Context: an optimization exercise on an open-source flow, tuned for small area, a short achievable clock period and few clock cycles per item. The choices shown serve that exercise and are no tape-out recipe.
Function was checked by simulation only, so behaviour that the tests miss may differ from the original.

Setup of before:
// sw_top
module sw_top (
    input  logic                                clk,
    input  logic                                reset,
    input  logic                                i_valid,
    input  sw_pkg::base_t                       i_ref_base,
    input  sw_pkg::base_t                       i_query_base,
    output logic                                o_finish,
    output logic [8-1:0]              o_max,
    output logic [sw_pkg::RIDX_W:0]             o_pos_ref,
    output logic [sw_pkg::QIDX_W:0]             o_pos_query
);
clock: 7.5 ns
lec_check: 0
abc_area: 1
cap_margin: 20
core_margin: 2
core_utilization: 40
cts_cluster_diameter: 80
cts_cluster_size: 60
setup_slack_margin: 4.5
slew_margin: 20
tns_end_percent: 100
run.sh (not shown) runs the stock make flow with config.mk's settings and CLKGATE_MAP_FILE= SYNTH_SCRIPT=/design/flow/synth_recipe.tcl, a recipe that flattens the netlist after the stock synthesis.
Testbench counts of before, summed over its fixed seeds: cycles 12,480, runs 320.
For after, these inputs were changed with respect to before:
# before
export LEC_CHECK = 0
export ABC_AREA = 1
export CAP_MARGIN = 20
export CORE_MARGIN = 2
export CORE_UTILIZATION = 40
export CTS_CLUSTER_DIAMETER = 80
export CTS_CLUSTER_SIZE = 60
export SETUP_SLACK_MARGIN = 4.5
export SLEW_MARGIN = 20
export TNS_END_PERCENT = 100
create_clock -name core_clock -period 7.5 [get_ports {clk}]
# after
export LEC_CHECK = 0
export CAP_MARGIN = 20
export CORE_MARGIN = 2
export CORE_UTILIZATION = 40
export SETUP_SLACK_MARGIN = 4.5
export SLEW_MARGIN = 20
export TNS_END_PERCENT = 100
create_clock -name core_clock -period 7.5 [get_ports {clk}]
==> comparison <==
- Diff before -> after: proportion of cell area occupied by multi-input gates went up by 3.9 points; arrival time of the worst setup path went down by 20 ps; logic depth of the worst register-to-register path went down by 3.
- Summary — wire length, after relative to before: lower, by 1.3 mm.
- Diff before -> after: multiplexer area fraction after synthesis rose by 8.9 points.
- The number of standard cells after synthesis number comes out higher for before vs after.

---

sw_top, a different RTL version from the one above (not shown whole).
Size: about 290 flip-flops, about 27 I/O pins, ~0.021 mm² of cells after synthesis.
clock: 7.5 ns
lec_check: 0
cap_margin: 20
core_margin: 2
core_utilization: 40
setup_slack_margin: 5.0
slew_margin: 20
tns_end_percent: 100
Testbench counts at the start, summed over its fixed seeds: cycles 13,440, runs 320.
Change:
SETUP_SLACK_MARGIN = 3.5   (was 5.0)
Result:
- via count shrinks by a few percent
- worst setup slack gets worse by 90 ps
- final area shrinks by about a fifth
- first-iteration DRC count grows by roughly a tenth
- critical path depth does not change
- global-route usage shrinks by 2.3 points
- die area does not change
Change:
SETUP_SLACK_MARGIN = 4.3   (was 3.5)
What happened:
- The changed run completed without violations
- sequential share of layout area falls by 1.7 points
- hold slack degrades by 3.1 ps
- wire length increases by 7.5%
- count of clock-buffer cells in the layout grows by 4
Change:
SETUP_SLACK_MARGIN = not set   (was 4.3)
TNS_END_PERCENT = not set   (was 100)
=>
- routed wire length falls by 8.0%
- design area falls by 8.9%
- hold slack improves by 4.8 ps
- non-clock buffer count shrinks by 141
- utilization decreases by 4.3 points
- area after synthesis is unchanged
- setup slack degrades by 930 ps

---

Another version of the RTL of sw_top (not shown whole).
For scale: roughly 2900 cells after synthesis, ~310 flip-flops, roughly 27 I/O pins.
clock: 7.5 ns
lec_check: 0
abc_area: 1
cap_margin: 20
core_margin: 2
core_utilization: 40
cts_cluster_diameter: 70
cts_cluster_size: 60
setup_slack_margin: 4.92
slew_margin: 20
tns_end_percent: 100
Testbench counts at the start, summed over its fixed seeds: cycles 12,480, runs 320.
Edit:
- CTS_CLUSTER_DIAMETER: 70 -> 80
- SETUP_SLACK_MARGIN: 4.92 -> 4.6
Effect: Count of clock-buffer cells in the layout fell by 5. Via count falls by 1.4%. Die area stays the same. Synthesized cell count stays the same.
Edit:
- SETUP_SLACK_MARGIN: 4.6 -> 4.85
Utilization increases by 1.3 points; synthesized area stays the same; sequential share of layout area fell by 0.65 points; die area does not change.
Edit:
- SETUP_SLACK_MARGIN: 4.85 -> 4.75
Outcome: Via count came out lower by 0.63%. Routed wire length shrinks by 1.0%. Final area falls by 1.3%. Clock skew barely changes. Clock-buffer cell count went up by 3. Synthesized cell count is unchanged. Global-route usage goes down by 0.19 points. Flip-flop and latch count stays the same. Maximum frequency went down by 3.7%.

==> static timing again, ports no longer ideal <==
The results above use ideal ports. As a check the final layouts listed here were re-extracted and re-timed, cells and wires unchanged.
Step 1: set_driving_cell puts a clkbuf_16 on clk and a buf_2 on each other input, an assumption about the parent block.
Step 2 adds t to the input delays and takes it off the output delays; t is the mean of the earliest and latest rising clock arrival at the registers after step 1. Input paths then give back, and output paths get back, about the clock's delay inside the block.
a / b / c = no drivers / after step 1 / after step 2; a / b = the first two.
run | shift t [ns] | setup slack, ns | worst setup path at the end | worst register clock-pin slew, ns
before | 0.591 | 4.553 / 4.507 / 3.953 | input to register | 0.11 / 0.11
after | 0.569 | 4.522 / 4.522 / 4.008 | input to register | 0.06 / 0.06
the first run of note 2 | 0.612 | 3.685 / 3.685 / 3.685 | register to register | 0.07 / 0.07
the second run of note 2 | 0.591 | 3.594 / 3.594 / 3.232 | input to register | 0.06 / 0.06
the third run of note 2 | 0.599 | 3.718 / 3.718 / 3.718 | register to register | 0.06 / 0.06
the fourth run of note 2 | 0.593 | 2.788 / 2.788 / 2.788 | register to register | 0.06 / 0.06
the first run of note 3 | 0.615 | 4.889 / 4.870 / 4.420 | input to register | 0.09 / 0.09
the second run of note 3 | 0.619 | 4.670 / 4.654 / 4.084 | input to register | 0.12 / 0.12
the third run of note 3 | 0.608 | 4.895 / 4.836 / 4.328 | input to register | 0.13 / 0.13
the fourth run of note 3 | 0.612 | 4.795 / 4.741 / 4.279 | input to register | 0.11 / 0.11
After both steps setup and hold are still met in every run listed. The setup slack of before, which loses most, moves by -0.046 ns with the drivers and by -0.600 ns with both steps.
